From an optimization exercise on the open Yosys and OpenROAD flow, aimed at small area, a short achievable clock period and few clock cycles per item; shortcuts taken in it are not production practice. RTL that was checked went through simulation tests only; none was proved equivalent to the original. For run 2, only the layout was checked, not whether the RTL still works. Power and IR drop assume default switching activity.

==> flow/design.v <==
package alu_pkg;
  localparam int OP_BITS = 12;
  localparam int OP_ADD = 0;
  localparam int OP_SUB = 1;
  localparam int OP_MUL = 2;
  localparam int OP_DIV = 3;
  localparam int OP_SHR = 4;
  localparam int OP_SHL = 5;
  localparam int OP_ROR = 6;
  localparam int OP_ROL = 7;
  localparam int OP_AND = 8;
  localparam int OP_OR  = 9;
  localparam int OP_NEG = 10;
  localparam int OP_NOT = 11;
  function automatic logic onehot_ok(input logic [OP_BITS-1:0] c);
    onehot_ok = (c != '0) && ((c & (c - 12'd1)) == '0);
  endfunction
endpackage
module bit_len31 (
  input  logic [30:0] y,
  output logic [5:0]  len
);
  always_comb begin
    len = 6'd0;
    for (int i = 0; i < 31; i++)
      if (y[i]) len = 6'(i + 1);
  end
endmodule
module multicycle_alu #(
  parameter int WIDTH         = 32,
  parameter bit SIGNED_MULDIV = 1'b1
) (
  input  logic               clk,
  input  logic               clr,
  input  logic               start,
  input  logic [alu_pkg::OP_BITS-1:0] CONTROL,
  input  logic [WIDTH-1:0]   A,
  input  logic [WIDTH-1:0]   B,
  output logic [WIDTH-1:0]   ZLO,
  output logic [WIDTH-1:0]   ZHI,
  output logic               busy,
  output logic               done,
  output logic               div_by_zero,
  output logic               illegal_op
);
  localparam logic [2:0] S_IDLE  = 3'd0;
  localparam logic [2:0] S_MUL   = 3'd1;
  localparam logic [2:0] S_MFF   = 3'd2;
  localparam logic [2:0] S_DABS  = 3'd3;
  localparam logic [2:0] S_DNORM = 3'd4;
  localparam logic [2:0] S_DIV   = 3'd5;
  localparam logic [2:0] S_FIXQ  = 3'd6;
  localparam logic [2:0] S_FIXR  = 3'd7;
  logic [2:0]  state;
  logic [31:0] a_q, b_q;
  logic [11:0] op_q;
  logic        legal_q;
  logic        pend;
  logic [5:0]  cnt;
  logic [1:0]  mlen_q;
  logic        nq, nr;
  logic [5:0]  k_q;
  logic        seen;
  logic        xs_a, xs_na, xs_hi, xs_sh, xs_nhi, xs_nlo;
  logic        c_one, c_two, c_neg, c_cin;
  logic        acc;
  logic        legal_in, mul_in, div_in, neg_amt;
  logic [5:0]  lena, lenb;
  assign acc = start && !busy;
  always_comb begin
    legal_in = alu_pkg::onehot_ok(CONTROL);
    mul_in   = legal_in && CONTROL[alu_pkg::OP_MUL];
    div_in   = legal_in && CONTROL[alu_pkg::OP_DIV] && (B != '0);
    neg_amt  = CONTROL[alu_pkg::OP_ROL] || CONTROL[alu_pkg::OP_SHL];
  end
  bit_len31 u_lena (.y(A[30:0] ^ {31{A[31]}}), .len(lena));
  bit_len31 u_lenb (.y(B[30:0] ^ {31{B[31]}}), .len(lenb));
  logic [6:0] k_raw;
  logic [5:0] k_in, k;
  always_comb begin
    k_raw = {1'b0, lena} + {6'd0, A[31]} + 7'd1 - {1'b0, lenb};
    if (k_raw[6])             k_in = 6'd0;
    else if (k_raw[5:0] > 32) k_in = 6'd32;
    else                      k_in = k_raw[5:0];
    k = k_q;
  end
  logic [4:0]  rot_amt;
  logic [5:0]  thr;
  logic [31:0] rot, tmask, rlo, rhi;
  always_comb begin
    if (state == S_DNORM) begin
      rot_amt = k[4:0];
      thr     = k;
    end else begin
      rot_amt = b_q[4:0];
      thr     = (op_q[alu_pkg::OP_SHL] && b_q[4:0] == 5'd0) ? 6'd32 : {1'b0, b_q[4:0]};
    end
    rot = a_q;
    if (rot_amt[0]) rot = {rot[0],    rot[31:1]};
    if (rot_amt[1]) rot = {rot[1:0],  rot[31:2]};
    if (rot_amt[2]) rot = {rot[3:0],  rot[31:4]};
    if (rot_amt[3]) rot = {rot[7:0],  rot[31:8]};
    if (rot_amt[4]) rot = {rot[15:0], rot[31:16]};
    for (int j = 0; j < 32; j++) tmask[j] = (thr <= 6'(31 - j));
    rlo = rot & tmask;
    rhi = rot & ~tmask;
  end
  logic [33:0] e_x, e_y, sum, bext;
  logic [31:0] hi_sh;
  logic        ok;
  always_comb begin
    bext  = {{2{b_q[31]}}, b_q};
    hi_sh = {ZHI[30:0], ZLO[31]};
    e_x   = ({34{xs_a}}   & {2'b00, a_q})
          | ({34{xs_na}}  & ~{2'b00, a_q})
          | ({34{xs_hi}}  & {{2{ZHI[31]}}, ZHI})
          | ({34{xs_sh}}  & {2'b00, hi_sh})
          | ({34{xs_nhi}} & ~{2'b00, ZHI})
          | ({34{xs_nlo}} & ~{2'b00, ZLO});
    e_y   = (({34{c_one}} & bext) | ({34{c_two}} & {bext[32:0], 1'b0})) ^ {34{c_neg}};
    sum   = e_x + e_y + {33'd0, c_cin};
    ok    = !sum[33];
  end
  logic        big;
  logic [31:0] one_res;
  always_comb begin
    big = |b_q[31:5];
    one_res = sum[31:0];
    if (op_q[alu_pkg::OP_AND])      one_res = a_q & b_q;
    else if (op_q[alu_pkg::OP_OR])  one_res = a_q | b_q;
    else if (op_q[alu_pkg::OP_SHR]) one_res = big ? '0 : rlo;
    else if (op_q[alu_pkg::OP_SHL]) one_res = big ? '0 : rhi;
    else if (op_q[alu_pkg::OP_ROR] || op_q[alu_pkg::OP_ROL]) one_res = rot;
  end
  logic [2:0] nstate;
  logic       fin;        
  logic       pre_fin;    
  logic       mul_last;   
  always_comb begin
    nstate   = state;
    fin      = 1'b0;
    pre_fin  = 1'b0;
    mul_last = (cnt[1:0] == 2'd3) && (cnt[3:2] == mlen_q);
    case (state)
      S_MUL: begin
        if (mul_last) begin
          if (mlen_q == 2'd3) begin nstate = S_IDLE; fin = 1'b1; end
          else nstate = S_MFF;
        end
        pre_fin = (mlen_q == 2'd3 && cnt[3:0] == 4'd14) ||
                  (mlen_q == 2'd2 && cnt[3:0] == 4'd11);
      end
      S_MFF: begin
        if (cnt[3:2] == 2'd3) begin nstate = S_IDLE; fin = 1'b1; end
        pre_fin = (cnt[3:2] == 2'd2);
      end
      S_DABS: nstate = S_DNORM;
      S_DNORM: begin
        if (k == 6'd0) begin
          if (nq)      nstate = S_FIXQ;
          else if (nr) nstate = S_FIXR;
          else begin nstate = S_IDLE; fin = 1'b1; end
          pre_fin = nq ^ nr;
        end else begin
          nstate  = S_DIV;
          pre_fin = (k == 6'd1) && !nq && !nr;
        end
      end
      S_DIV: begin
        if (cnt == 6'd1) begin
          if (nq)      nstate = S_FIXQ;
          else if (nr) nstate = S_FIXR;
          else begin nstate = S_IDLE; fin = 1'b1; end
          pre_fin = nq ^ nr;
        end else begin
          pre_fin = (cnt == 6'd2) && !nq && !nr;
        end
      end
      S_FIXQ: begin
        if (nr) nstate = S_FIXR;
        else begin nstate = S_IDLE; fin = 1'b1; end
        pre_fin = nr;
      end
      S_FIXR: begin nstate = S_IDLE; fin = 1'b1; end
      default: ;
    endcase
  end
  always_ff @(posedge clk) begin
    if (clr) begin
      state       <= S_IDLE;
      pend        <= 1'b0;
      busy        <= 1'b0;
      done        <= 1'b0;
      seen        <= 1'b0;
      div_by_zero <= 1'b0;
      illegal_op  <= 1'b0;
    end else begin
      state <= nstate;
      done  <= fin;
      if (fin || pend) seen <= 1'b1;
      if (pre_fin || fin) busy <= 1'b0;
      if (fin) begin
        div_by_zero <= 1'b0;
        illegal_op  <= 1'b0;
      end
      if (pend) begin
        done <= 1'b1;
        if (!legal_q) begin
          illegal_op  <= 1'b1;
          div_by_zero <= 1'b0;
          if (!seen) begin
            ZLO <= sum[31:0];
            ZHI <= '0;
          end
        end else if (op_q[alu_pkg::OP_DIV]) begin
          ZLO         <= '1;
          ZHI         <= a_q;
          div_by_zero <= 1'b1;
          illegal_op  <= 1'b0;
        end else begin
          ZLO         <= one_res;
          ZHI         <= '0;
          div_by_zero <= 1'b0;
          illegal_op  <= 1'b0;
        end
      end
      case (state)
        S_MUL: begin
          ZHI <= sum[33:2];
          ZLO <= {sum[1:0], ZLO[31:2]};
        end
        S_MFF: begin
          ZHI <= {{8{ZHI[31]}}, ZHI[31:8]};
          ZLO <= {ZHI[7:0], ZLO[31:8]};
        end
        S_DNORM: begin
          ZHI <= rlo;
          ZLO <= rhi;
        end
        S_DIV: begin
          ZHI <= ok ? sum[31:0] : hi_sh;
          ZLO <= {ZLO[30:0], ok};
        end
        S_FIXQ: ZLO <= sum[31:0];
        S_FIXR: ZHI <= sum[31:0];
        default: ;
      endcase
      pend <= acc && !mul_in && !div_in;
      if (acc) begin
        state <= mul_in ? S_MUL : (div_in ? (A[31] ? S_DABS : S_DNORM) : S_IDLE);
        busy  <= mul_in || div_in;
      end
    end
  end
  always_ff @(posedge clk) begin
    op_q    <= CONTROL;
    legal_q <= legal_in;
    if (!busy) begin
      a_q    <= A;
      b_q    <= {B[31:5], neg_amt ? 5'd0 - B[4:0] : B[4:0]};
      k_q    <= k_in;
      mlen_q <= lena[4:3];
      nq     <= A[31] ^ B[31];
      nr     <= A[31];
    end else if (state == S_DABS) begin
      a_q <= sum[31:0];
    end else begin
      a_q <= {2'b00, a_q[31:2]};
    end
    if (!busy) cnt <= '0;
    else case (state)
      S_MUL:   cnt <= cnt + 6'd1;
      S_MFF:   cnt <= cnt + 6'd4;
      S_DNORM: cnt <= k;
      S_DIV:   cnt <= cnt - 6'd1;
      default: cnt <= '0;
    endcase
    xs_a <= 1'b0; xs_na <= 1'b0; xs_hi <= 1'b0; xs_sh <= 1'b0;
    xs_nhi <= 1'b0; xs_nlo <= 1'b0;
    c_one <= 1'b0; c_two <= 1'b0; c_neg <= 1'b0; c_cin <= 1'b0;
    if (!busy) begin
      if (!legal_in) begin
      end else if (CONTROL[alu_pkg::OP_MUL]) begin
        c_one <= A[0];
        c_two <= A[1] & !A[0];
        c_neg <= A[1];
        c_cin <= A[1];
      end else if (CONTROL[alu_pkg::OP_NEG] || CONTROL[alu_pkg::OP_DIV]) begin
        xs_na <= 1'b1;
        c_cin <= 1'b1;
      end else if (CONTROL[alu_pkg::OP_NOT]) begin
        xs_na <= 1'b1;
      end else begin
        xs_a  <= 1'b1;
        c_one <= 1'b1;
        c_neg <= CONTROL[alu_pkg::OP_SUB];
        c_cin <= CONTROL[alu_pkg::OP_SUB];
      end
    end else begin
      case (nstate)
        S_MUL: begin
          xs_hi <= 1'b1;
          c_one <= a_q[2] ^ a_q[1];
          c_two <= (a_q[3] & !a_q[2] & !a_q[1]) | (!a_q[3] & a_q[2] & a_q[1]);
          c_neg <= a_q[3];
          c_cin <= a_q[3];
        end
        S_DIV: begin
          xs_sh <= 1'b1;
          c_one <= 1'b1;
          c_neg <= !b_q[31];
          c_cin <= !b_q[31];
        end
        S_FIXQ: begin
          xs_nlo <= 1'b1;
          c_cin  <= 1'b1;
        end
        S_FIXR: begin
          xs_nhi <= 1'b1;
          c_cin  <= 1'b1;
        end
        default: ;
      endcase
    end
  end
endmodule
==> flow/run.sh <==
#!/bin/bash
# synth_recipe.tcl (not shown) runs the flow's synth.tcl, then flattens the netlist and writes it again
# the make line also repeats each setting of config.mk as NAME=value (left out here)
make -C /OpenROAD-flow-scripts/flow DESIGN_CONFIG=/design/flow/config.mk WORK_HOME=/design/flow/orfs CLKGATE_MAP_FILE= SYNTH_SCRIPT=/design/flow/synth_recipe.tcl finish
==> flow/config.mk <==
export PLATFORM = sky130hd
export DESIGN_NAME = multicycle_alu
export DESIGN_NICKNAME = multicycle_alu
export VERILOG_FILES = /design/flow/design.v
export SDC_FILE = /design/flow/constraint.sdc
export NUM_CORES = 4
export LEC_CHECK = 0
export CAP_MARGIN = 20
export CORE_MARGIN = 2
export CORE_UTILIZATION = 40
export SLEW_MARGIN = 20
==> flow/constraint.sdc <==
create_clock -name core_clock -period 5.5 [get_ports {clk}]
set_input_delay 1.1000 -clock core_clock [delete_from_list [all_inputs] [get_ports {clk}]]
set_output_delay 1.1000 -clock core_clock [all_outputs]
set_load 0.01 [all_outputs]
==> flow_summary.json, run 1 <==
{
  "synth.most_common_cell": "nand2_1",
  "synth.area.top_cells": "edfxtp_1 (17%), mux2i_1 (9.0%), dfxtp_1 (6.9%)",
  "cp-end-kind": "register",
  "grt_pass1_vias": 20700,
  "ant_nets": 0,
  "clock_tree.buffer_depth": 2,
  "num_vias": 22600,
  "clock-sinks": 171,
  "syn_to_final_growth_pct": 18.9,
  "initial_core_util_pct": 40.5,
  "placedCellCount": 3182,
  "io-pin-count": 147,
  "min-delay-start": "seen",
  "yosysSeqAreaShare_pct": 23.7,
  "fin_crit_ns": 5.25,
  "whs_endpoint": "seen",
  "critPathLaunchType": "register",
  "max-cap-violations": 0,
  "nets": 2731,
  "die_x_um": 221,
  "synth_warnings": 2,
  "hold_depth": 2,
  "wl_um": 111000,
  "netlist.area_leader.share_pct": 16.8,
  "synth-seq-cells": 171,
  "viasPerCell": 7.03,
  "dieArea_mm2": 0.0490,
  "reg2reg_from": "xs_na",
  "rsz0062_at_grt": "false",
  "r2r-end": "ZHI[31]",
  "drive_gt1_share_pct": 11.9,
  "dieHeight_um": 221,
  "wl_per_cell_um": 34.6,
  "dp_hpwl_um": 86400,
  "overflow": 0,
  "fillCellCount": 4698,
  "initialDrtViolationCount": 3477,
  "total_power_w": 0.00428,
  "slowest_stage": "nor2_1",
  "cts.hold.buffers_added": 0,
  "syn_inst": 2452,
  "placement.cell_area_mm2": 0.0218,
  "critPathMaxFanout": 32,
  "synth_nets": 2588,
  "cp_cell_sequence": "buf_4 -> mux2i_1 -> o2111ai_1 -> ha_1 -> and3_1 -> and2_1 -> a221o_1 -> a21oi_1 -> a21oi_1 -> o41ai_2 -> o21a_2 -> nor2_1 -> nor2_1 -> o21ai_0",
  "slowest_delay_ns": 0.48,
  "route.detailed.drc": 0,
  "place_congestion": 1.07,
  "htree_levels": 4,
  "antennaDiodeCount": 0,
  "pwr_density_cell_mw_per_mm2": 190,
  "synth.avg_cell_area_um2": 7.71,
  "irDropWorstVdd_mv": 0.228,
  "clock.fmax_mhz": 191,
  "rows": 79,
  "path_buf_inv": 1,
  "numCtsBuffers": 17,
  "synth-async-reset-ratio_pct": 0,
  "design.core.area_mm2": 0.0467,
  "stdcell_area_mm2": 0.0225,
  "ys_top_cells_by_count": "nand2_1 (291), nor2_1 (235), a21oi_1 (213)",
  "grt_pass1_wl_um": 155000,
  "rr_worst_depth": 14,
  "tritoncts": "built",
  "arrival_ns": 5.44,
  "outcome": "complete, no violations",
  "clk_latency_ns": 0.52,
  "path_class": "register to register",
  "fin_util_pct": 48.2,
  "grt_usage_pct": 44.2,
  "reg2reg_slack_ns": 0.25,
  "cts-root-buf": "clkbuf_16",
  "period_share_pct": 95.4,
  "critPathTopFamily": "compound AO/OA/AOI/OAI gates",
  "setup_violations": 0,
  "stdcell_count": 3215,
  "cp.required_ns": 5.70,
  "worstMarginPinSlew_ns": 1.18,
  "port_buffers": 146,
  "final_hold_viol_count": 0,
  "ys.flop_type": "edfxtp_1",
  "finalClockSkew_ns": 0.0203,
  "whs_ns": 0.457,
  "drt_pass1_iterations": 30,
  "worstHoldPathType": "register to register",
  "p_leak_nw": 8.56,
  "grt_max_degree": 62,
  "antenna_found_initial": 4,
  "drv_slew": 0,
  "slew_headroom_pct": 21.4,
  "yosys.area.top_type": "edfxtp_1",
  "syn_area_mm2": 0.0189,
  "cts.reportedPaths.clkPinSlew_ns": 0.07,
  "yosysUniqueCellTypes": 90,
  "synth_edf_count": 106
}
==> kinds of logic (layout without fill, tap and decap cells) <==
family	count (synthesis)	in the layout	synth area share, %
adder cells (fa/ha/maj)	60	60	4.13
multiplexers	223	223	14.3
buffers and inverters	289	445	6.05
flip-flops	171	171	23.7
XOR/XNOR	79	79	3.66
AO/OA/AOI/OAI	866	866	30.2
AND/OR/NAND/NOR	764	764	18.0
==> worst min-delay path, delay by kind of cell, from the launching register on <==
family                 cells  cell delay [ns]
flip-flops                 1             0.30
AO/OA/AOI/OAI              1             0.05
buffers and inverters      1             0.06
==> repair_timing <==
item                                    CTS  global route
endpoints found under the setup margin    0            14
buffers inserted                          0             1
resized for setup                         0            24
==> routing by layer <==
| layer | part of all wire, % | wire length [µm] | vias to the layer above | global-route usage (%) |
|---|---|---|---|---|
| met5 | 0.093 | 104 | - | 3.13 |
| met4 | 6.1 | 6830 | 6 | 23.2 |
| met3 | 14 | 15800 | 344 | 16.5 |
| met2 | 40 | 45100 | 1750 | 62.4 |
| met1 | 39 | 43500 | 10900 | 58.1 |
| li1 | - | - | 9565 | - |
==> how the worst max path moves through the flow <==
stage                from  endpoint  slack [ns]  cells past startpoint
global placement     B[0]    k_q[4]       -0.49                     27
finish              xs_na   ZHI[31]        0.25                     14
CTS                  B[0]    k_q[4]        0.04                     27
global route        A[31]    k_q[1]        0.02                     22
detailed placement   B[0]    k_q[4]       -0.50                     27
floorplan            B[3]    k_q[4]        0.45                     24
==> final cells by class <==
| class | count | area, µm² | share of cell area [%] |
|---|---|---|---|
| multi-input cells | 1992 | 13400 | 59.7 |
| inverters | 82 | 308 | 1.37 |
| repair buffers | 331 | 2930 | 13.0 |
| well taps | 607 | 759 | 3.38 |
| clock buffers | 20 | 447 | 1.99 |
| clock inverters | 12 | 129 | 0.573 |
| flip-flops and latches | 171 | 4490 | 20.0 |
==> through the flow <==
stage	setup TNS (ns)	setup slack, ns
after floorplan	0	0.449
after global placement	-2.61	-0.491
after detailed placement	-2.69	-0.496
after CTS	0	0.0423
after global routing	0	0.0160
final	0	0.251
==> state kept, by name (all words and copies together), names as in the netlist, 2 cells and up <==
| signal | count |
|---|---|
| ZLO | 32 |
| mlen_q | 2 |
| a_q | 32 |
| op_q | 7 |
| state | 3 |
| b_q | 32 |
| cnt | 6 |
| ZHI | 32 |
| k_q | 6 |
==> report_power, final <==
part	internal, W	switching (W)	total (W)	leakage, nW
clock	0.000648	0.000621	0.00127	0.284
combinational	0.000508	0.000880	0.00139	6.68
sequential	0.00143	0.000188	0.00162	1.60
total	0.00259	0.00169	0.00428	8.56
==> layout by cell type, fill, tap and decap left out, drive strengths merged, types with 15 or more instances in the layout <==
| cell type | instances |
|---|---|
| clkbuf | 20 |
| nand3 | 48 |
| edfxtp | 106 |
| a221oi | 21 |
| buf | 185 |
| o22ai | 46 |
| inv | 88 |
| o21a | 39 |
| nand2 | 291 |
| o31ai | 21 |
| a31oi | 52 |
| a222oi | 20 |
| or3 | 23 |
| a21oi | 214 |
| a211oi | 25 |
| o221ai | 32 |
| dfxtp | 65 |
| nor4 | 15 |
| mux2 | 16 |
| nor2b | 18 |
| ha | 52 |
| xnor2 | 66 |
| o21bai | 16 |
| nor3 | 47 |
| nand2b | 24 |
| mux2i | 175 |
| o2111ai | 36 |
| mux4 | 32 |
| nor2 | 235 |
| o21ai | 172 |
| a221o | 18 |
| o211ai | 16 |
| a21o | 27 |
| a22oi | 54 |
| clkdlybuf4s50 | 140 |
Testbench counts, summed over its fixed seeds: cycles 48,966, ops 8,000.
==> inputs of run 2 (changes only) <==
--- a/flow/design.v
+++ b/flow/design.v
@@ -46,5 +46,4 @@
   localparam logic [2:0] S_IDLE  = 3'd0;
   localparam logic [2:0] S_MUL   = 3'd1;
-  localparam logic [2:0] S_MFF   = 3'd2;
   localparam logic [2:0] S_DABS  = 3'd3;
   localparam logic [2:0] S_DNORM = 3'd4;
@@ -58,12 +57,14 @@
   logic        pend;
   logic [5:0]  cnt;
-  logic [1:0]  mlen_q;
   logic        nq, nr;
-  logic [5:0]  k_q;
   logic        seen;
   logic        xs_a, xs_na, xs_hi, xs_sh, xs_nhi, xs_nlo;
   logic        c_one, c_two, c_neg, c_cin;
+  logic        c_dbl, c_ff;    
+  logic [3:0]  zrem_q;         
   logic        acc;
-  logic        legal_in, mul_in, div_in, neg_amt;
+  logic        legal_in, mul_in, div_in, neg_amt, b_zero;
+  logic        dz_q;
+  logic [5:0]  k_in;
   logic [5:0]  lena, lenb;
   assign acc = start && !busy;
@@ -71,11 +72,20 @@
     legal_in = alu_pkg::onehot_ok(CONTROL);
     mul_in   = legal_in && CONTROL[alu_pkg::OP_MUL];
-    div_in   = legal_in && CONTROL[alu_pkg::OP_DIV] && (B != '0);
+    b_zero   = (B == '0);
+    div_in   = legal_in && CONTROL[alu_pkg::OP_DIV] && !b_zero && (k_in != 6'd0);
     neg_amt  = CONTROL[alu_pkg::OP_ROL] || CONTROL[alu_pkg::OP_SHL];
   end
+  logic        swap;
+  logic [31:0] mplier;
+  logic [5:0]  mlen_in;
+  always_comb begin
+    swap    = CONTROL[alu_pkg::OP_MUL] && (lenb < lena);
+    mplier  = swap ? B : A;
+    mlen_in = swap ? lenb : lena;
+  end
   bit_len31 u_lena (.y(A[30:0] ^ {31{A[31]}}), .len(lena));
   bit_len31 u_lenb (.y(B[30:0] ^ {31{B[31]}}), .len(lenb));
   logic [6:0] k_raw;
-  logic [5:0] k_in, k;
+  logic [5:0] k;
   always_comb begin
     k_raw = {1'b0, lena} + {6'd0, A[31]} + 7'd1 - {1'b0, lenb};
@@ -83,5 +93,5 @@
     else if (k_raw[5:0] > 32) k_in = 6'd32;
     else                      k_in = k_raw[5:0];
-    k = k_q;
+    k = cnt;
   end
   logic [4:0]  rot_amt;
@@ -136,22 +146,23 @@
   logic       fin;        
   logic       pre_fin;    
-  logic       mul_last;   
+  logic [5:0] rem_n;      
+  logic [4:0] nb;         
+  logic       nd_one, nd_two, nd_neg, nd_dbl, nd_ff;
   always_comb begin
     nstate   = state;
     fin      = 1'b0;
     pre_fin  = 1'b0;
-    mul_last = (cnt[1:0] == 2'd3) && (cnt[3:2] == mlen_q);
+    rem_n  = cnt - (c_ff ? 6'd4 : (c_dbl ? 6'd2 : 6'd1));
+    nb     = c_ff ? a_q[11:7] : (c_dbl ? a_q[7:3] : a_q[5:1]);
+    nd_one = nb[1] ^ nb[0];
+    nd_two = (nb[2] & !nb[1] & !nb[0]) | (!nb[2] & nb[1] & nb[0]);
+    nd_neg = nb[2];
+    nd_ff  = (rem_n <= {2'b00, zrem_q}) && (rem_n >= 6'd4);
+    nd_dbl = !nd_ff && (rem_n >= 6'd2) && (nb[4] == nb[3]) && (nb[3] == nb[2]);
     case (state)
       S_MUL: begin
-        if (mul_last) begin
-          if (mlen_q == 2'd3) begin nstate = S_IDLE; fin = 1'b1; end
-          else nstate = S_MFF;
-        end
-        pre_fin = (mlen_q == 2'd3 && cnt[3:0] == 4'd14) ||
-                  (mlen_q == 2'd2 && cnt[3:0] == 4'd11);
-      end
-      S_MFF: begin
-        if (cnt[3:2] == 2'd3) begin nstate = S_IDLE; fin = 1'b1; end
-        pre_fin = (cnt[3:2] == 2'd2);
+        if (rem_n == 6'd0) begin nstate = S_IDLE; fin = 1'b1; end
+        pre_fin = (rem_n == 6'd1) || (rem_n == 6'd2 && nd_dbl) ||
+                  (rem_n == 6'd4 && nd_ff);
       end
       S_DABS: nstate = S_DNORM;
@@ -214,7 +225,7 @@
           end
         end else if (op_q[alu_pkg::OP_DIV]) begin
-          ZLO         <= '1;
+          ZLO         <= {32{dz_q}};
           ZHI         <= a_q;
-          div_by_zero <= 1'b1;
+          div_by_zero <= dz_q;
           illegal_op  <= 1'b0;
         end else begin
@@ -227,10 +238,14 @@
       case (state)
         S_MUL: begin
-          ZHI <= sum[33:2];
-          ZLO <= {sum[1:0], ZLO[31:2]};
-        end
-        S_MFF: begin
-          ZHI <= {{8{ZHI[31]}}, ZHI[31:8]};
-          ZLO <= {ZHI[7:0], ZLO[31:8]};
+          if (c_ff) begin
+            ZHI <= {{8{ZHI[31]}}, ZHI[31:8]};
+            ZLO <= {ZHI[7:0], ZLO[31:8]};
+          end else if (c_dbl) begin
+            ZHI <= {{2{sum[33]}}, sum[33:4]};
+            ZLO <= {sum[3:0], ZLO[31:4]};
+          end else begin
+            ZHI <= sum[33:2];
+            ZLO <= {sum[1:0], ZLO[31:2]};
+          end
         end
         S_DNORM: begin
@@ -257,8 +272,7 @@
     legal_q <= legal_in;
     if (!busy) begin
-      a_q    <= A;
-      b_q    <= {B[31:5], neg_amt ? 5'd0 - B[4:0] : B[4:0]};
-      k_q    <= k_in;
-      mlen_q <= lena[4:3];
+      a_q    <= mplier;
+      b_q    <= swap ? A : {B[31:5], neg_amt ? 5'd0 - B[4:0] : B[4:0]};
+      dz_q   <= b_zero;
       nq     <= A[31] ^ B[31];
       nr     <= A[31];
@@ -266,24 +280,28 @@
       a_q <= sum[31:0];
     end else begin
-      a_q <= {2'b00, a_q[31:2]};
+      if (c_ff)       a_q <= {{8{a_q[31]}}, a_q[31:8]};
+      else if (c_dbl) a_q <= {{4{a_q[31]}}, a_q[31:4]};
+      else            a_q <= {{2{a_q[31]}}, a_q[31:2]};
     end
-    if (!busy) cnt <= '0;
-    else case (state)
-      S_MUL:   cnt <= cnt + 6'd1;
-      S_MFF:   cnt <= cnt + 6'd4;
-      S_DNORM: cnt <= k;
+    if (!busy) begin
+      cnt    <= CONTROL[alu_pkg::OP_MUL] ? 6'd16 : k_in;
+      zrem_q <= 4'(6'd16 - ((mlen_in + 6'd2) >> 1));
+    end else case (state)
+      S_MUL:   cnt <= rem_n;
       S_DIV:   cnt <= cnt - 6'd1;
-      default: cnt <= '0;
+      default: ;
     endcase
     xs_a <= 1'b0; xs_na <= 1'b0; xs_hi <= 1'b0; xs_sh <= 1'b0;
     xs_nhi <= 1'b0; xs_nlo <= 1'b0;
     c_one <= 1'b0; c_two <= 1'b0; c_neg <= 1'b0; c_cin <= 1'b0;
+    c_dbl <= 1'b0; c_ff <= 1'b0;
     if (!busy) begin
       if (!legal_in) begin
       end else if (CONTROL[alu_pkg::OP_MUL]) begin
-        c_one <= A[0];
-        c_two <= A[1] & !A[0];
-        c_neg <= A[1];
-        c_cin <= A[1];
+        c_one <= mplier[0];
+        c_two <= mplier[1] & !mplier[0];
+        c_neg <= mplier[1];
+        c_cin <= mplier[1];
+        c_dbl <= (mplier[3] == mplier[2]) && (mplier[2] == mplier[1]);
       end else if (CONTROL[alu_pkg::OP_NEG] || CONTROL[alu_pkg::OP_DIV]) begin
         xs_na <= 1'b1;
@@ -301,8 +319,10 @@
         S_MUL: begin
           xs_hi <= 1'b1;
-          c_one <= a_q[2] ^ a_q[1];
-          c_two <= (a_q[3] & !a_q[2] & !a_q[1]) | (!a_q[3] & a_q[2] & a_q[1]);
-          c_neg <= a_q[3];
-          c_cin <= a_q[3];
+          c_one <= nd_one;
+          c_two <= nd_two;
+          c_neg <= nd_neg;
+          c_cin <= nd_neg;
+          c_dbl <= nd_dbl;
+          c_ff  <= nd_ff;
         end
         S_DIV: begin
--- a/flow/config.mk
+++ b/flow/config.mk
@@ -6,6 +6,7 @@
 export NUM_CORES = 4
 export LEC_CHECK = 0
+export ABC_AREA = 1
 export CAP_MARGIN = 20
 export CORE_MARGIN = 2
-export CORE_UTILIZATION = 40
+export CORE_UTILIZATION = 45
 export SLEW_MARGIN = 20
==> flow_summary.json, run 2 <==
{
  "drive_gt1_share_pct": 11.1,
  "grt_pass1_wl_um": 186000,
  "slowest_stage": "fa_2",
  "synth_warnings": 2,
  "synth_compound_area_share_pct": 31.9,
  "cts.reportedPaths.clkPinSlew_ns": 0.08,
  "cts-root-buf": "clkbuf_16",
  "stdcell_area_mm2": 0.0247,
  "initialDrtViolationCount": 4976,
  "placement.cell_area_mm2": 0.0239,
  "max-cap-violations": 0,
  "fin_util_pct": 54.5,
  "yosysSeqAreaShare_pct": 21.8,
  "clock-sinks": 170,
  "pwr-share-seq_pct": 28.4,
  "rows": 78,
  "place_congestion": 1.18,
  "drv_slew": 0,
  "critPathLaunchType": "input pin",
  "rr_worst_depth": 27,
  "wl_per_cell_um": 32.4,
  "arrival_ns": 5.69,
  "tritoncts": "built",
  "grt_pass1_vias": 26700,
  "min-delay-start": "div_by_zero",
  "fin_crit_ns": 5.30,
  "netlist.area_leader.share_pct": 16.0,
  "route.detailed.drc": 0,
  "multiInputGateArea_mm2": 0.0139,
  "synth-seq-cells": 170,
  "pwr_density_cell_mw_per_mm2": 257,
  "wl_um": 132000,
  "finalClockSkew_ns": 0.0385,
  "ys.flop_type": "edfxtp_1",
  "nets": 3591,
  "die_x_um": 218,
  "r2r-end": "ZHI[27]",
  "clock.fmax_mhz": 189,
  "num_vias": 28300,
  "dp_hpwl_um": 97400,
  "numCtsBuffers": 17,
  "irDropWorstVdd_mv": 0.296,
  "fillCellCount": 4458,
  "ys_top_cells_by_count": "nand2_1 (731), inv_1 (413), o21ai_0 (249)",
  "worstHoldPathType": "register to register",
  "clk_latency_ns": 0.55,
  "syn_area_mm2": 0.0207,
  "viasPerCell": 6.94,
  "overflow": 0,
  "cts.hold.buffers_added": 0,
  "syn_inst": 3251,
  "cp.required_ns": 5.89,
  "setup_violations": 0,
  "io-pin-count": 147,
  "grt_max_degree": 119,
  "whs_endpoint": "div_by_zero",
  "final_hold_viol_count": 0,
  "synthXorXnorAreaFrac_pct": 4.53,
  "design.core.area_mm2": 0.0454,
  "seqCellArea_mm2": 0.00451,
  "syn_to_final_growth_pct": 19.6,
  "antenna_found_initial": 19,
  "synth.area.top_cells": "edfxtp_1 (16%), nand2_1 (13%), inv_1 (7.5%)",
  "synth.avg_cell_area_um2": 6.36,
  "synth.most_common_cell": "nand2_1",
  "yosys.area.top_type": "edfxtp_1",
  "slowest_delay_ns": 0.38,
  "grt_usage_pct": 54.5,
  "cp-startpoint": "A[31]",
  "internal_power_w": 0.00311,
  "synth_nets": 3395,
  "dieArea_mm2": 0.0477,
  "htree_levels": 4,
  "power_frac_clock_pct": 21.1,
  "p_leak_nw": 11.1,
  "reg2reg_slack_ns": 0.28,
  "clock_tree.buffer_depth": 2,
  "synth.area.mux_share_pct": 1.89,
  "path_class": "input pin to register",
  "hold_depth": 2,
  "synthSimpleGateAreaFrac_pct": 23.5,
  "outcome": "complete, no violations",
  "p_sw_w": 0.00325,
  "ant_nets": 0,
  "port_buffers": 146,
  "slew_headroom_pct": 11.2,
  "drt_pass1_iterations": 12,
  "final_common_cell": "nand2_1",
  "switching_share_pct": 51.2,
  "final_cell_mix": "nand2_1 (724), inv_1 (408), o21ai_0 (243)",
  "yosysUniqueCellTypes": 63,
  "worstMarginPinSlew_ns": 1.32,
  "comb_power_share_pct": 50.6,
  "synth-async-reset-ratio_pct": 0,
  "critPathMaxFanout": 19,
  "period_share_pct": 96.4,
  "synth_top_family_by_area": "compound AO/OA/AOI/OAI gates",
  "initial_core_util_pct": 45.6,
  "dieHeight_um": 218,
  "reg2reg_from": "xs_nlo",
  "synth_edf_count": 110,
  "synth_fa_ha_area_share_pct": 4.20,
  "cp-end-kind": "register"
}
## run 2: power by group through the flow
stage	sequential, W	clock, W	combinational [W]
floorplan	0.00163	0	0.00176
global placement	0.00178	0	0.00286
detailed placement	0.00178	0	0.00290
CTS	0.00175	0.00132	0.00291
global route	0.00178	0.00137	0.00335
finish	0.00180	0.00134	0.00321
## run 2: worst max path at each step
stage | endpoint | slack, ns
detailed placement | busy | -0.70
finish | state[1] | 0.20
floorplan | state[0] | 0.06
CTS | busy | 0.03
global route | state[0] | -0.02
global placement | state[0] | -0.63
## run 2: what timing repair did
action                                  4_1_cts  5_1_grt
endpoints found under the setup margin        5       52
setup buffers                                 1        4
resized for setup                             4       60
pin swaps                                     1       13
## run 2: critical path, delay by kind of cell
kind,cells,cell delay [ns]
compound gates,9,1.16
xor+xnor,2,0.44
simple gates,10,1.10
fa+ha+maj,3,0.75
buf+inv,8,1.09
## run 2: kinds of logic after synthesis
family | after synthesis
DFF | 170
and+or+nand+nor | 1179
buffers and inverters | 637
xor gates and xnor gates | 107
AOI/OAI and AO/OA | 1053
muxes | 39
adders and majority gates | 66
## run 2: stage by stage
stage                     instances  hold slack (ns)  power (W)  setup WS (ns)  TNS, ns
after floorplan                3251            0.431    0.00339         0.0604        0
after global placement         4023            0.449    0.00463         -0.626    -3.14
after detailed placement       4023            0.467    0.00467         -0.700    -3.43
after CTS                      4056            0.477    0.00598         0.0303        0
after global routing           4060            0.496    0.00650        -0.0175  -0.0175
final                          4074            0.471    0.00636          0.196        0
## run 2: cell type report
type,count,area share [%]
timing repair buffer,380,13.4
inverter,434,6.59
multi-input combinational,2444,56.2
tap,600,3.04
clock inverter,13,0.587
antenna,14,0.142
clock buffer,19,1.88
sequential,170,18.2
## run 2: metal layers
metal | wire length (µm) | share of wire (%) | vias to the layer above | global-route usage [%]
met5 | 146 | 0.11 | - | 0.104
met3 | 22400 | 17 | 966 | 31.0
met4 | 14000 | 11 | 18 | 45.5
met1 | 43900 | 33 | 12900 | 59.8
li1 | - | - | 11700 | -
met2 | 51400 | 39 | 2720 | 75.4
==> inputs of run 3 (changes only) <==
--- a/flow/design.v
+++ b/flow/design.v
@@ -87,7 +87,9 @@
   bit_len31 u_lenb (.y(B[30:0] ^ {31{B[31]}}), .len(lenb));
   logic [6:0] k_raw;
+  logic       a_pow2;
   logic [5:0] k;
   always_comb begin
-    k_raw = {1'b0, lena} + {6'd0, A[31]} + 7'd1 - {1'b0, lenb};
+    a_pow2 = ((~A >> 1) & A) == '0;
+    k_raw  = {1'b0, lena} + {6'd0, A[31] && a_pow2} + 7'd1 - {1'b0, lenb};
     if (k_raw[6])             k_in = 6'd0;
     else if (k_raw[5:0] > 32) k_in = 6'd32;
@@ -148,16 +150,18 @@
   logic [5:0] rem_n;      
   logic [4:0] nb;         
-  logic       nd_one, nd_two, nd_neg, nd_dbl, nd_ff;
+  logic       nd_one, nd_two, nd_neg, nd_dbl, nd_ff, nd_tail;
   always_comb begin
     nstate   = state;
     fin      = 1'b0;
     pre_fin  = 1'b0;
-    rem_n  = cnt - (c_ff ? 6'd4 : (c_dbl ? 6'd2 : 6'd1));
-    nb     = c_ff ? a_q[11:7] : (c_dbl ? a_q[7:3] : a_q[5:1]);
-    nd_one = nb[1] ^ nb[0];
-    nd_two = (nb[2] & !nb[1] & !nb[0]) | (!nb[2] & nb[1] & nb[0]);
-    nd_neg = nb[2];
-    nd_ff  = (rem_n <= {2'b00, zrem_q}) && (rem_n >= 6'd4);
-    nd_dbl = !nd_ff && (rem_n >= 6'd2) && (nb[4] == nb[3]) && (nb[3] == nb[2]);
+    rem_n   = cnt - (c_ff ? 6'd4 : (c_dbl ? 6'd2 : 6'd1));
+    nd_tail = (rem_n <= {2'b00, zrem_q});
+    nb      = c_dbl ? a_q[7:3] : a_q[5:1];
+    nd_one  = !nd_tail && (nb[1] ^ nb[0]);
+    nd_two  = !nd_tail && ((nb[2] & !nb[1] & !nb[0]) | (!nb[2] & nb[1] & nb[0]));
+    nd_neg  = !nd_tail && nb[2];
+    nd_ff   = nd_tail && (rem_n >= 6'd4);
+    nd_dbl  = !nd_ff && (rem_n >= 6'd2) &&
+              (nd_tail || ((nb[4] == nb[3]) && (nb[3] == nb[2])));
     case (state)
       S_MUL: begin
@@ -280,7 +284,6 @@
       a_q <= sum[31:0];
     end else begin
-      if (c_ff)       a_q <= {{8{a_q[31]}}, a_q[31:8]};
-      else if (c_dbl) a_q <= {{4{a_q[31]}}, a_q[31:4]};
-      else            a_q <= {{2{a_q[31]}}, a_q[31:2]};
+      if (c_dbl) a_q <= {4'd0, a_q[31:4]};
+      else       a_q <= {2'd0, a_q[31:2]};
     end
     if (!busy) begin
==> flow/flow/run.sh (new file) <==
#!/bin/bash
# The standard ORFS layout (the standard.sh, standard synthesis included),
# with one change: the port buffers are buf_1 cells instead of the larger
# delay buffers buffer_ports picks by default. Every port still gets its own
# buffer. make's full output goes to run_standard.log in this folder.
set -euo pipefail
bash standard.sh finish \
  "BUFFER_PORTS_ARGS=-buffer_cell sky130_fd_sc_hd__buf_1" \
  > run_standard.log 2>&1
==> flow/standard.sh (new file) <==
#!/bin/bash
# synth_recipe.tcl (not shown) runs the flow's synth.tcl, then flattens the netlist and writes it again
# the make line also repeats each setting of config.mk as NAME=value (left out here)
make -C /OpenROAD-flow-scripts/flow DESIGN_CONFIG=/design/flow/config.mk WORK_HOME=/design/flow/orfs CLKGATE_MAP_FILE= SYNTH_SCRIPT=/design/flow/synth_recipe.tcl "${@:-finish}"
--- a/flow/config.mk
+++ b/flow/config.mk
@@ -10,3 +10,4 @@
 export CORE_MARGIN = 2
 export CORE_UTILIZATION = 45
+export SETUP_SLACK_MARGIN = 0.6
 export SLEW_MARGIN = 20
removed: flow/run.sh
==> flow_summary.json, run 3 <==
{
  "outcome": "complete, no violations",
  "max-cap-violations": 0,
  "num_vias": 29000,
  "critPathMaxFanout": 5,
  "pwr_density_cell_mw_per_mm2": 266,
  "synth_nets": 3615,
  "cts.reportedPaths.clkPinSlew_ns": 0.09,
  "clock.fmax_mhz": 187,
  "rows": 79,
  "dp_hpwl_um": 99400,
  "ys_top_cells_by_count": "nand2_1 (892), inv_1 (433), o21ai_0 (305)",
  "p_leak_nw": 10.8,
  "wl_per_cell_um": 30.8,
  "synth_top_family_by_area": "compound AO/OA/AOI/OAI gates",
  "rr_worst_depth": 16,
  "synth-async-reset-ratio_pct": 0,
  "slowest_stage": "fa_2",
  "fin_setup_tns_ns": 0,
  "design.core.area_mm2": 0.0465,
  "final_hold_viol_count": 0,
  "period_share_pct": 97.0,
  "worstMarginPinSlew_ns": 1.21,
  "stdcell_area_mm2": 0.0243,
  "synth.area.top_cells": "nand2_1 (16%), edfxtp_1 (15%), inv_1 (7.7%)",
  "wl_met1_um": 44200,
  "synth.avg_cell_area_um2": 6.10,
  "rsz0062_at_grt": "true",
  "reg2reg_from": "ZLO[6]",
  "setup_violations": 0,
  "dieHeight_um": 221,
  "clock-sinks": 170,
  "drv_slew": 0,
  "cp.required_ns": 5.94,
  "ys.flop_type": "edfxtp_1",
  "crit_top_cell": "nand2_1",
  "whs_endpoint": "illegal_op",
  "initial_core_util_pct": 45.6,
  "r2r-end": "ZHI[27]",
  "nets": 3781,
  "synth.most_common_cell": "nand2_1",
  "synth-seq-cells": 170,
  "initialDrtViolationCount": 5280,
  "synthXorXnorAreaFrac_pct": 4.43,
  "cp-end-kind": "register",
  "hold_depth": 2,
  "routed-wl-met2_um": 52300,
  "cts-root-buf": "clkbuf_16",
  "final_cell_mix": "nand2_1 (881), inv_1 (430), o21ai_0 (293)",
  "slowest_delay_ns": 0.41,
  "arrival_ns": 5.77,
  "multiInputGateArea_mm2": 0.0145,
  "viasPerCell": 6.80,
  "clock_tree.buffer_depth": 2,
  "place_congestion": 1.15,
  "fin_crit_ns": 5.33,
  "overflow": 0,
  "path_class": "input pin to register",
  "top_layer": "met5",
  "dieArea_mm2": 0.0488,
  "synth_warnings": 2,
  "wl_met3_um": 19100,
  "yosysUniqueCellTypes": 61,
  "htree_levels": 4,
  "min-delay-start": "illegal_op",
  "wl_um": 131000,
  "seqCellArea_mm2": 0.00450,
  "synthSimpleGateAreaFrac_pct": 26.5,
  "critPathLaunchType": "input pin",
  "yosys.area.top_type": "nand2_1",
  "syn_inst": 3469,
  "netlist.area_leader.share_pct": 15.8,
  "reg2reg_slack_ns": 0.71,
  "slew_headroom_pct": 18.9,
  "port_buffers": 146,
  "antenna_found_initial": 11,
  "yosysSeqAreaShare_pct": 21.2,
  "grt_usage_pct": 52.4,
  "grt_pass1_vias": 27000,
  "syn_area_mm2": 0.0212,
  "whs_ns": 0.470,
  "tritoncts": "built",
  "final_common_cell": "nand2_1",
  "route.detailed.drc": 0,
  "cts.hold.buffers_added": 0,
  "die_x_um": 221,
  "clk_latency_ns": 0.54,
  "io-pin-count": 147,
  "drt_pass1_iterations": 9,
  "syn_to_final_growth_pct": 15.0,
  "placement.cell_area_mm2": 0.0232,
  "grt_pass1_wl_um": 188000,
  "synth_compound_area_share_pct": 30.5,
  "synth_edf_count": 109,
  "drive_gt1_share_pct": 10.6,
  "ant_nets": 0,
  "numCtsBuffers": 17,
  "synth_fa_ha_area_share_pct": 4.17,
  "synth.area.mux_share_pct": 0.898,
  "finalClockSkew_ns": 0.0271,
  "grt_max_degree": 96,
  "irDropWorstVdd_mv": 0.279,
  "fillCellCount": 4774,
  "worstHoldPathType": "register to register"
}
==> run 3: kinds of logic (layout without fill, tap and decap cells) <==
group,after synthesis,after routing
other,0,9
adder cells (fa/ha/maj),67,67
multiplexers,17,17
flip-flops,170,170
XOR/XNOR,107,107
AO/OA/AOI/OAI,1076,1076
buffers and inverters,663,842
AND/OR/NAND/NOR,1369,1369
==> run 3: repair_timing <==
item / CTS / global route
cloned: 0 / 1
buffers inserted: 1 / 15
resized for setup: 20 / 69
endpoints found under the hold margin: 0 / 0
endpoints found under the setup margin: 13 / 79
pin swaps: 6 / 14
==> run 3: worst max path at each step <==
| stage | from | endpoint | slack, ns |
|---|---|---|---|
| finish | A[31] | busy | 0.17 |
| global route | B[31] | busy | -0.27 |
| CTS | A[31] | state[0] | 0.47 |
| detailed placement | A[31] | state[0] | -0.26 |
| global placement | A[31] | state[1] | -0.26 |
| floorplan | B[31] | state[1] | 0.59 |
==> run 3: metrics by stage <==
stage / setup slack [ns] / total power (W) / utilization (%) / std cells
global route: -0.266 / 0.00665 / 52.4 / 4258
finish: 0.166 / 0.00646 / 52.4 / 4264
CTS: 0.466 / 0.00610 / 51.5 / 4239
global placement: -0.258 / 0.00474 / 50.0 / 4206
detailed placement: -0.265 / 0.00478 / 50.0 / 4206
floorplan: 0.593 / 0.00347 / - / 3469
==> run 3: where the power goes <==
| part | internal [W] | switching [W] | leakage (nW) |
|---|---|---|---|
| logic | 0.000956 | 0.00243 | 8.89 |
| registers | 0.00150 | 0.000229 | 1.61 |
| clock network | 0.000613 | 0.000731 | 0.292 |
==> run 3: layout make-up <==
type / count / area share, %
diodes: 9 / 0.0925
multi-input cells: 2636 / 59.5
flip-flops and latches: 170 / 18.5
clock inverters: 15 / 0.745
inverters: 456 / 7.04
well taps: 607 / 3.12
clock buffers: 17 / 1.75
repair buffers: 354 / 9.24
==> run 3: layer usage <==
layer  track usage (%)  vias to the layer above
li1                  -                    12200
met1              58.8                    13300
met2              74.7                     2538
met3              23.1                      922
met4              46.7                       16
met5              1.96                        -
==> run 3: worst max-delay path, delay by kind of cell <==
kind / cells / cell delay (ns)
AND/OR/NAND/NOR: 28 / 1.93
adder cells (fa/ha/maj): 3 / 0.92
AO/OA/AOI/OAI: 6 / 0.76
buffers and inverters: 6 / 0.72
XOR/XNOR: 2 / 0.35
Testbench counts of run 3, summed over its fixed seeds: cycles 38,767, ops 8,000.
==> inputs of run 4 (changes only) <==
--- a/flow/config.mk
+++ b/flow/config.mk
@@ -10,4 +10,4 @@
 export CORE_MARGIN = 2
 export CORE_UTILIZATION = 45
-export SETUP_SLACK_MARGIN = 0.6
+export SETUP_SLACK_MARGIN = 0.2
 export SLEW_MARGIN = 20
==> flow_summary.json, run 4 <==
{
  "outcome": "complete, no violations",
  "grt_max_degree": 116,
  "fin_util_pct": 51.8,
  "fin_crit_ns": 5.33,
  "slowest_delay_ns": 0.40,
  "slowest_stage": "fa_2",
  "arrival_ns": 5.71,
  "clock.fmax_mhz": 188,
  "numCtsBuffers": 17,
  "synth-async-reset-ratio_pct": 0,
  "drt_pass1_iterations": 9,
  "num_vias": 28600,
  "yosys.area.top_type": "nand2_1",
  "synth_nets": 3615,
  "synth.avg_cell_area_um2": 6.10,
  "cts-root-buf": "clkbuf_16",
  "stdcell_count": 4255,
  "seqCellArea_mm2": 0.00450,
  "min-delay-start": "div_by_zero",
  "antenna_found_initial": 6,
  "wl_met3_um": 16400,
  "placement.cell_area_mm2": 0.0232,
  "syn_area_mm2": 0.0212,
  "finalClockSkew_ns": 0.0197,
  "synth_edf_count": 109,
  "initialDrtViolationCount": 5110,
  "synth_warnings": 2,
  "ys.flop_type": "edfxtp_1",
  "reg2reg_from": "ZLO[31]",
  "rsz0062_at_grt": "true",
  "viasPerCell": 6.73,
  "route.detailed.drc": 0,
  "setup_violations": 0,
  "synth.area.top_cells": "nand2_1 (16%), edfxtp_1 (15%), inv_1 (7.7%)",
  "dieArea_mm2": 0.0488,
  "period_share_pct": 96.9,
  "worstHoldPathType": "register to register",
  "ant_nets": 0,
  "p_leak_nw": 10.7,
  "clock-sinks": 170,
  "syn_inst": 3469,
  "wl_per_cell_um": 30.1,
  "final_common_cell": "nand2_1",
  "irDropWorstVdd_mv": 0.235,
  "synth.most_common_cell": "nand2_1",
  "syn_to_final_growth_pct": 13.7,
  "wl_um": 128000,
  "cp.required_ns": 5.88,
  "overflow": 0,
  "whs_endpoint": "div_by_zero",
  "grt_pass1_vias": 26400,
  "grt_usage_pct": 50.6,
  "drive_gt1_share_pct": 9.50,
  "slew_headroom_pct": 18.0,
  "critPathMaxFanout": 3,
  "die_x_um": 221,
  "drv_slew": 0,
  "grt_pass1_wl_um": 182000,
  "rr_worst_depth": 26,
  "hold_depth": 2,
  "tritoncts": "built",
  "multiInputGateArea_mm2": 0.0143,
  "clk_latency_ns": 0.51,
  "placedCellCount": 4212,
  "dp_hpwl_um": 97100,
  "cts.hold.buffers_added": 0,
  "pwr_density_cell_mw_per_mm2": 263,
  "yosysUniqueCellTypes": 61,
  "max-cap-violations": 0,
  "rows": 79,
  "post-place-ws_ns": -0.563,
  "port_buffers": 146,
  "yosysSeqAreaShare_pct": 21.2,
  "r2r-end": "ZLO[22]",
  "fin_ws_ns": 0.170,
  "initial_core_util_pct": 45.6,
  "dieHeight_um": 221,
  "wl_met1_um": 45200,
  "final_hold_viol_count": 0,
  "nets": 3775,
  "cts.reportedPaths.clkPinSlew_ns": 0.08,
  "total_power_w": 0.00634,
  "worstMarginPinSlew_ns": 1.23,
  "routed-wl-met2_um": 52100,
  "place_congestion": 1.13,
  "clock_tree.buffer_depth": 2,
  "stdcell_area_mm2": 0.0241,
  "netlist.area_leader.share_pct": 15.8,
  "critPathLaunchType": "input pin",
  "crit_top_cell": "nand2_1",
  "reg2reg_slack_ns": 0.39,
  "final_cell_mix": "nand2_1 (885), inv_1 (429), o21ai_0 (304)",
  "io-pin-count": 147,
  "fillCellCount": 4756,
  "htree_levels": 4,
  "cp-end-kind": "register",
  "design.core.area_mm2": 0.0465,
  "synth-seq-cells": 170,
  "ys_top_cells_by_count": "nand2_1 (892), inv_1 (433), o21ai_0 (305)",
  "top_layer": "met5",
  "path_class": "input pin to register"
}
==> run 4: where the power goes <==
part	internal [W]	total, W	switching [W]	leakage (nW)
Sequential	0.00150	0.00174	0.000241	1.61
Combinational	0.000909	0.00323	0.00232	8.79
Clock	0.000635	0.00137	0.000735	0.306
==> run 4: worst max-delay path by stage <==
stage / from / endpoint / slack [ns]
finish: A[2] / state[1] / 0.17
global route: A[2] / state[1] / -0.19
CTS: A[31] / state[1] / 0.21
floorplan: B[31] / state[0] / 0.22
global placement: B[31] / state[1] / -0.39
detailed placement: B[31] / state[1] / -0.56
==> run 4: layout make-up <==
cell class | count | share of cell area (%)
sequential | 170 | 18.7
antenna | 6 | 0.0624
inverter | 456 | 7.11
multi-input combinational | 2636 | 59.3
clock buffer | 17 | 1.77
timing repair buffer | 348 | 9.02
tap | 607 | 3.16
clock inverter | 15 | 0.868
==> run 4: cells by family (layout without fill, tap and decap cells) <==
| group | Yosys count | in the layout | share of synthesized area (%) |
|---|---|---|---|
| AOI/OAI and AO/OA | 1076 | 1076 | 30.5 |
| xor gates and xnor gates | 107 | 107 | 4.43 |
| adders and majority gates | 67 | 67 | 4.17 |
| buffers and inverters | 663 | 836 | 12.2 |
| DFF | 170 | 170 | 21.2 |
| muxes | 17 | 17 | 0.898 |
| other | 0 | 6 | 0 |
| and+or+nand+nor | 1369 | 1369 | 26.5 |
==> run 4: layer usage <==
| layer | vias to the layer above | GRT usage [%] |
|---|---|---|
| met3 | 762 | 16.0 |
| met5 | - | 0.0978 |
| met2 | 2498 | 73.4 |
| met1 | 13100 | 59.9 |
| li1 | 12200 | - |
| met4 | 4 | 44.4 |
==> run 4: stage by stage <==
| step | hold slack, ns | TNS (ns) |
|---|---|---|
| floorplan | 0.431 | 0 |
| global placement | 0.449 | -1.65 |
| detailed placement | 0.458 | -2.52 |
| CTS | 0.472 | 0 |
| global route | 0.485 | -0.431 |
| finish | 0.471 | 0 |
==> run 4: repair_timing <==
action	4_1_cts	5_1_grt
buffers inserted	1	4
pin swaps	2	16
gates cloned	0	0
gates resized for setup	10	40
setup endpoints to repair	5	18
==> run 4: worst max-delay path, delay by kind of cell <==
kind	cells	cell delay [ns]
AOI/OAI and AO/OA	6	0.75
xor gates and xnor gates	2	0.44
adders and majority gates	3	0.97
buffers and inverters	5	0.54
and+or+nand+nor	31	1.90
==> inputs of run 5 (changes only) <==
--- a/flow/design.v
+++ b/flow/design.v
@@ -87,9 +87,7 @@
   bit_len31 u_lenb (.y(B[30:0] ^ {31{B[31]}}), .len(lenb));
   logic [6:0] k_raw;
-  logic       a_pow2;
   logic [5:0] k;
   always_comb begin
-    a_pow2 = ((~A >> 1) & A) == '0;
-    k_raw  = {1'b0, lena} + {6'd0, A[31] && a_pow2} + 7'd1 - {1'b0, lenb};
+    k_raw  = {1'b0, lena} + {6'd0, A[31]} + 7'd1 - {1'b0, lenb};
     if (k_raw[6])             k_in = 6'd0;
     else if (k_raw[5:0] > 32) k_in = 6'd32;
@@ -135,14 +133,5 @@
   end
   logic        big;
-  logic [31:0] one_res;
-  always_comb begin
-    big = |b_q[31:5];
-    one_res = sum[31:0];
-    if (op_q[alu_pkg::OP_AND])      one_res = a_q & b_q;
-    else if (op_q[alu_pkg::OP_OR])  one_res = a_q | b_q;
-    else if (op_q[alu_pkg::OP_SHR]) one_res = big ? '0 : rlo;
-    else if (op_q[alu_pkg::OP_SHL]) one_res = big ? '0 : rhi;
-    else if (op_q[alu_pkg::OP_ROR] || op_q[alu_pkg::OP_ROL]) one_res = rot;
-  end
+  always_comb big = |b_q[31:5];
   logic [2:0] nstate;
   logic       fin;        
@@ -201,4 +190,56 @@
     endcase
   end
+  logic        pl, in_mul, in_dbl, in_ff;
+  logic        z_sum, z_and, z_or, z_rlo, z_rhi, z_rot, z_ones, z_m1, z_m2, z_ff, z_div;
+  logic        h_a, h_m1, h_m2, h_ff, h_rlo, h_sum, h_sh;
+  logic        zlo_en, zhi_en;
+  logic [31:0] zlo_n, zhi_n;
+  always_comb begin
+    pl     = pend && legal_q;
+    in_mul = (state == S_MUL);
+    in_ff  = in_mul && c_ff;
+    in_dbl = in_mul && !c_ff && c_dbl;
+    z_sum  = (pl && !op_q[alu_pkg::OP_AND] && !op_q[alu_pkg::OP_OR] && !op_q[alu_pkg::OP_SHR] &&
+              !op_q[alu_pkg::OP_SHL] && !op_q[alu_pkg::OP_ROR] && !op_q[alu_pkg::OP_ROL] &&
+              !op_q[alu_pkg::OP_DIV]) ||
+             (pend && !legal_q && !seen) || (state == S_FIXQ);
+    z_and  = pl && op_q[alu_pkg::OP_AND];
+    z_or   = pl && op_q[alu_pkg::OP_OR];
+    z_rlo  = pl && op_q[alu_pkg::OP_SHR] && !big;
+    z_rhi  = (pl && op_q[alu_pkg::OP_SHL] && !big) || (state == S_DNORM);
+    z_rot  = pl && (op_q[alu_pkg::OP_ROR] || op_q[alu_pkg::OP_ROL]);
+    z_ones = pl && op_q[alu_pkg::OP_DIV] && dz_q;
+    z_m1   = in_mul && !c_ff && !c_dbl;
+    z_m2   = in_dbl;
+    z_ff   = in_ff;
+    z_div  = (state == S_DIV);
+    zlo_en = pl || (pend && !seen) || in_mul || (state == S_DNORM) || z_div || (state == S_FIXQ);
+    zlo_n  = ({32{z_sum}}  & sum[31:0])
+           | ({32{z_and}}  & (a_q & b_q))
+           | ({32{z_or}}   & (a_q | b_q))
+           | ({32{z_rlo}}  & rlo)
+           | ({32{z_rhi}}  & rhi)
+           | ({32{z_rot}}  & rot)
+           | ({32{z_ones}})
+           | ({32{z_m1}}   & {sum[1:0], ZLO[31:2]})
+           | ({32{z_m2}}   & {sum[3:0], ZLO[31:4]})
+           | ({32{z_ff}}   & {ZHI[7:0], ZLO[31:8]})
+           | ({32{z_div}}  & {ZLO[30:0], ok});
+    h_a    = pl && op_q[alu_pkg::OP_DIV];
+    h_m1   = z_m1;
+    h_m2   = z_m2;
+    h_ff   = z_ff;
+    h_rlo  = (state == S_DNORM);
+    h_sum  = (z_div && ok) || (state == S_FIXR);
+    h_sh   = z_div && !ok;
+    zhi_en = pl || (pend && !seen) || in_mul || (state == S_DNORM) || z_div || (state == S_FIXR);
+    zhi_n  = ({32{h_a}}   & a_q)
+           | ({32{h_m1}}  & sum[33:2])
+           | ({32{h_m2}}  & {{2{sum[33]}}, sum[33:4]})
+           | ({32{h_ff}}  & {{8{ZHI[31]}}, ZHI[31:8]})
+           | ({32{h_rlo}} & rlo)
+           | ({32{h_sum}} & sum[31:0])
+           | ({32{h_sh}}  & hi_sh);
+  end
   always_ff @(posedge clk) begin
     if (clr) begin
@@ -224,45 +265,14 @@
           illegal_op  <= 1'b1;
           div_by_zero <= 1'b0;
-          if (!seen) begin
-            ZLO <= sum[31:0];
-            ZHI <= '0;
-          end
         end else if (op_q[alu_pkg::OP_DIV]) begin
-          ZLO         <= {32{dz_q}};
-          ZHI         <= a_q;
           div_by_zero <= dz_q;
           illegal_op  <= 1'b0;
         end else begin
-          ZLO         <= one_res;
-          ZHI         <= '0;
           div_by_zero <= 1'b0;
           illegal_op  <= 1'b0;
         end
       end
-      case (state)
-        S_MUL: begin
-          if (c_ff) begin
-            ZHI <= {{8{ZHI[31]}}, ZHI[31:8]};
-            ZLO <= {ZHI[7:0], ZLO[31:8]};
-          end else if (c_dbl) begin
-            ZHI <= {{2{sum[33]}}, sum[33:4]};
-            ZLO <= {sum[3:0], ZLO[31:4]};
-          end else begin
-            ZHI <= sum[33:2];
-            ZLO <= {sum[1:0], ZLO[31:2]};
-          end
-        end
-        S_DNORM: begin
-          ZHI <= rlo;
-          ZLO <= rhi;
-        end
-        S_DIV: begin
-          ZHI <= ok ? sum[31:0] : hi_sh;
-          ZLO <= {ZLO[30:0], ok};
-        end
-        S_FIXQ: ZLO <= sum[31:0];
-        S_FIXR: ZHI <= sum[31:0];
-        default: ;
-      endcase
+      if (zlo_en) ZLO <= zlo_n;
+      if (zhi_en) ZHI <= zhi_n;
       pend <= acc && !mul_in && !div_in;
       if (acc) begin
--- a/flow/config.mk
+++ b/flow/config.mk
@@ -10,4 +10,5 @@
 export CORE_MARGIN = 2
 export CORE_UTILIZATION = 45
+export CTS_BUF_LIST = sky130_fd_sc_hd__clkbuf_4 sky130_fd_sc_hd__clkbuf_8
 export SETUP_SLACK_MARGIN = 0.2
 export SLEW_MARGIN = 20
==> flow_summary.json, run 5 <==
{
  "grt_max_degree": 73,
  "comb_power_share_pct": 48.2,
  "grt_usage_pct": 46.6,
  "outcome": "complete, no violations",
  "clock_tree.buffer_depth": 2,
  "switching_share_pct": 50.8,
  "placement.cell_area_mm2": 0.0201,
  "setup_violations": 0,
  "synth_nets": 2930,
  "min-delay-start": "div_by_zero",
  "numCtsBuffers": 17,
  "yosysSeqAreaShare_pct": 24.7,
  "fin_ws_ns": 0.203,
  "crit_top_cell": "nand2_1",
  "critPathMaxFanout": 8,
  "rr_worst_depth": 27,
  "pwr-share-seq_pct": 33.3,
  "rows": 73,
  "initial_core_util_pct": 45.7,
  "syn_to_final_growth_pct": 14.8,
  "final_common_cell": "nand2_1",
  "critPathCapture": "state[0]",
  "post-place-ws_ns": -0.313,
  "ys_top_cells_by_count": "nand2_1 (610), inv_1 (362), o21ai_0 (361)",
  "fin_util_pct": 52.5,
  "synth_warnings": 2,
  "rsz0062_at_grt": "true",
  "antenna_found_initial": 3,
  "place_congestion": 1.10,
  "io-pin-count": 147,
  "ant_nets": 0,
  "r2r-end": "ZHI[21]",
  "clock.fmax_mhz": 189,
  "power_frac_clock_pct": 18.5,
  "period_share_pct": 96.3,
  "syn_area_mm2": 0.0182,
  "initialDrtViolationCount": 4055,
  "nets": 3121,
  "irDropWorstVdd_mv": 0.174,
  "final_cell_mix": "nand2_1 (605), inv_1 (359), o21ai_0 (350)",
  "drive_gt1_share_pct": 10.0,
  "wl_per_cell_um": 28.6,
  "internal_power_w": 0.00257,
  "pwr_density_cell_mw_per_mm2": 250,
  "slowest_delay_ns": 0.40,
  "cp.required_ns": 5.93,
  "clk_latency_ns": 0.54,
  "cp-startpoint": "A[31]",
  "critPathLaunchType": "input pin",
  "drt_pass1_iterations": 7,
  "cts.hold.buffers_added": 0,
  "critPathTopFamily": "simple AND/OR/NAND/NOR gates",
  "synth.most_common_cell": "nand2_1",
  "p_leak_nw": 9.13,
  "slowest_stage": "fa_2",
  "finalClockSkew_ns": 0.0266,
  "tritoncts": "built",
  "num_vias": 23300,
  "netlist.area_leader.share_pct": 18.0,
  "synth_edf_count": 109,
  "max-cap-violations": 0,
  "synth.area.top_cells": "edfxtp_1 (18%), nand2_1 (13%), o21ai_0 (9.9%)",
  "synth-async-reset-ratio_pct": 0,
  "route.detailed.drc": 0,
  "yosysUniqueCellTypes": 61,
  "cts-root-buf": "clkbuf_8",
  "grt_pass1_vias": 21500,
  "cts.reportedPaths.clkPinSlew_ns": 0.10,
  "path_buf_inv": 4,
  "drv_slew": 0,
  "reg2reg_from": "xs_nlo",
  "cp-end-kind": "register",
  "fillCellCount": 4123,
  "htree_levels": 4,
  "synth-seq-cells": 170,
  "clock-sinks": 170,
  "die_x_um": 205,
  "slew_headroom_pct": 9.07,
  "stdcell_area_mm2": 0.0209,
  "wl_um": 100000,
  "arrival_ns": 5.73,
  "dp_hpwl_um": 78700,
  "dieArea_mm2": 0.0421,
  "path_class": "input pin to register",
  "viasPerCell": 6.62,
  "fin_crit_ns": 5.30,
  "final_hold_viol_count": 0,
  "worstMarginPinSlew_ns": 1.33,
  "ys.flop_type": "edfxtp_1",
  "grt_pass1_wl_um": 142000,
  "cp.depth": 44,
  "dieHeight_um": 205,
  "design.core.area_mm2": 0.0398,
  "yosys.area.top_type": "edfxtp_1",
  "worstHoldPathType": "register to register",
  "p_sw_w": 0.00265,
  "reg2reg_slack_ns": 0.26,
  "syn_inst": 2785,
  "overflow": 0,
  "synth.avg_cell_area_um2": 6.54,
  "port_buffers": 146
}
[run 5: changes by cell type in the layout (fill, tap and decap cells not counted), moves of 19 or more]
| cell | delta |
|---|---|
| o21ai_1 | -93 |
| a31oi_1 | -45 |
| nand2_1 | -280 |
| xnor2_1 | +19 |
| nand3_1 | -99 |
| inv_1 | -70 |
| a21oi_1 | -107 |
| a211oi_1 | +28 |
| buf_4 | -26 |
| o21ai_0 | +46 |
| a221oi_1 | +25 |
[run 5: worst min path at each step]
| stage | slack [ns] | depth (start not counted) | endpoint |
|---|---|---|---|
| after CTS | 0.48 | 2 | illegal_op |
| final | 0.48 | 2 | div_by_zero |
| after global placement | 0.45 | 2 | illegal_op |
| after global routing | 0.49 | 2 | div_by_zero |
| after floorplan | 0.46 | 2 | seen |
| after detailed placement | 0.47 | 2 | illegal_op |
[run 5: cell families (layout without fill, tap and decap cells)]
kind of cell	count (synthesis)	count (layout)	share of synthesized area, %
buffers and inverters	528	732	11.3
AOI/OAI and AO/OA	890	890	30.4
and+or+nand+nor	1000	1000	22.6
DFF	170	170	24.7
xor gates and xnor gates	131	131	6.30
other	0	2	0
adders and majority gates	66	66	4.78
[run 5: area by class of cell]
type	count	area (µm²)	area share, %
diodes	2	5.00	0.0239
clock buffers	18	241	1.15
clock inverters	14	151	0.724
inverters	375	1410	6.75
multi-input cells	2087	11900	57.1
flip-flops and latches	170	4500	21.5
well taps	525	657	3.14
repair buffers	325	2000	9.57
[run 5: tightest hold or removal path, delay by kind of cell (launching register included)]
family,cells,cell delay [ns]
flops,1,0.33
compound gates,1,0.05
simple gates,1,0.06
[run 5: metal layers]
metal | share of wire (%) | GRT usage, %
met5 | 0.0080 | 0
met4 | 8.0 | 31.3
met3 | 15 | 16.5
met2 | 40 | 67.3
met1 | 37 | 58.2
[run 5: stage by stage]
stage                     power, W  cells  setup TNS [ns]  hold WS [ns]
final                      0.00522   3516               0         0.480
after global routing       0.00544   3514          -0.340         0.494
after CTS                  0.00502   3494               0         0.482
after detailed placement   0.00408   3460           -1.11         0.466
after global placement     0.00404   3460          -0.783         0.452
after floorplan            0.00305   2785               0         0.455
[run 5: power by group through the flow]
stage               Sequential (W)  Clock (W)  Combinational [W]
floorplan                  0.00163          0            0.00142
global placement           0.00174          0            0.00231
detailed placement         0.00174          0            0.00234
CTS                        0.00171   0.000962            0.00235
global route               0.00173    0.00100            0.00271
finish                     0.00174   0.000968            0.00252
[run 5: what timing repair did]
action,4_1_cts,5_1_grt
setup endpoints to repair,21,46
buffers inserted,2,20
pin swaps,1,28
resized for setup,4,85
Testbench counts of run 5, summed over its fixed seeds: cycles 39,530, ops 8,000.

## what the ideal ports hide
How much do the figures lean on ideal ports? The routed layouts below were timed once more, with nothing changed but the port constraints.
Step 1 assumes that a clkbuf_16 drives the clock port and a buf_2 every other input.
Step 2 moves the port delays by t, midway between the first and last clock arrival at a register: inputs arrive t later, outputs are due t later. That takes back most of the time a late clock gives input paths.
Three values: no drivers, after step 1, after step 2; two values: the first two.
| run | t (ns) | setup slack, ns | worst hold slack (ns) | worst setup path after step 2 |
|---|---|---|---|---|
| run 1 | 0.576 | 0.251 / 0.251 / -0.181 | 0.457 / 0.457 / 0.457 | input to register |
| run 2 | 0.588 | 0.196 / 0.234 / -0.354 | 0.471 / 0.471 / 0.471 | input to register |
| run 3 | 0.591 | 0.166 / 0.188 / -0.402 | 0.470 / 0.470 / 0.470 | input to register |
| run 4 | 0.570 | 0.170 / 0.201 / -0.369 | 0.471 / 0.471 / 0.471 | input to register |
| run 5 | 0.585 | 0.203 / 0.163 / -0.423 | 0.480 / 0.480 / 0.480 | input to register |
With both steps, setup timing fails in every run listed, where it was met with ideal ports. For run 5, which loses most, drivers alone change the setup slack by -0.040 ns; drivers and shift together by -0.626 ns.
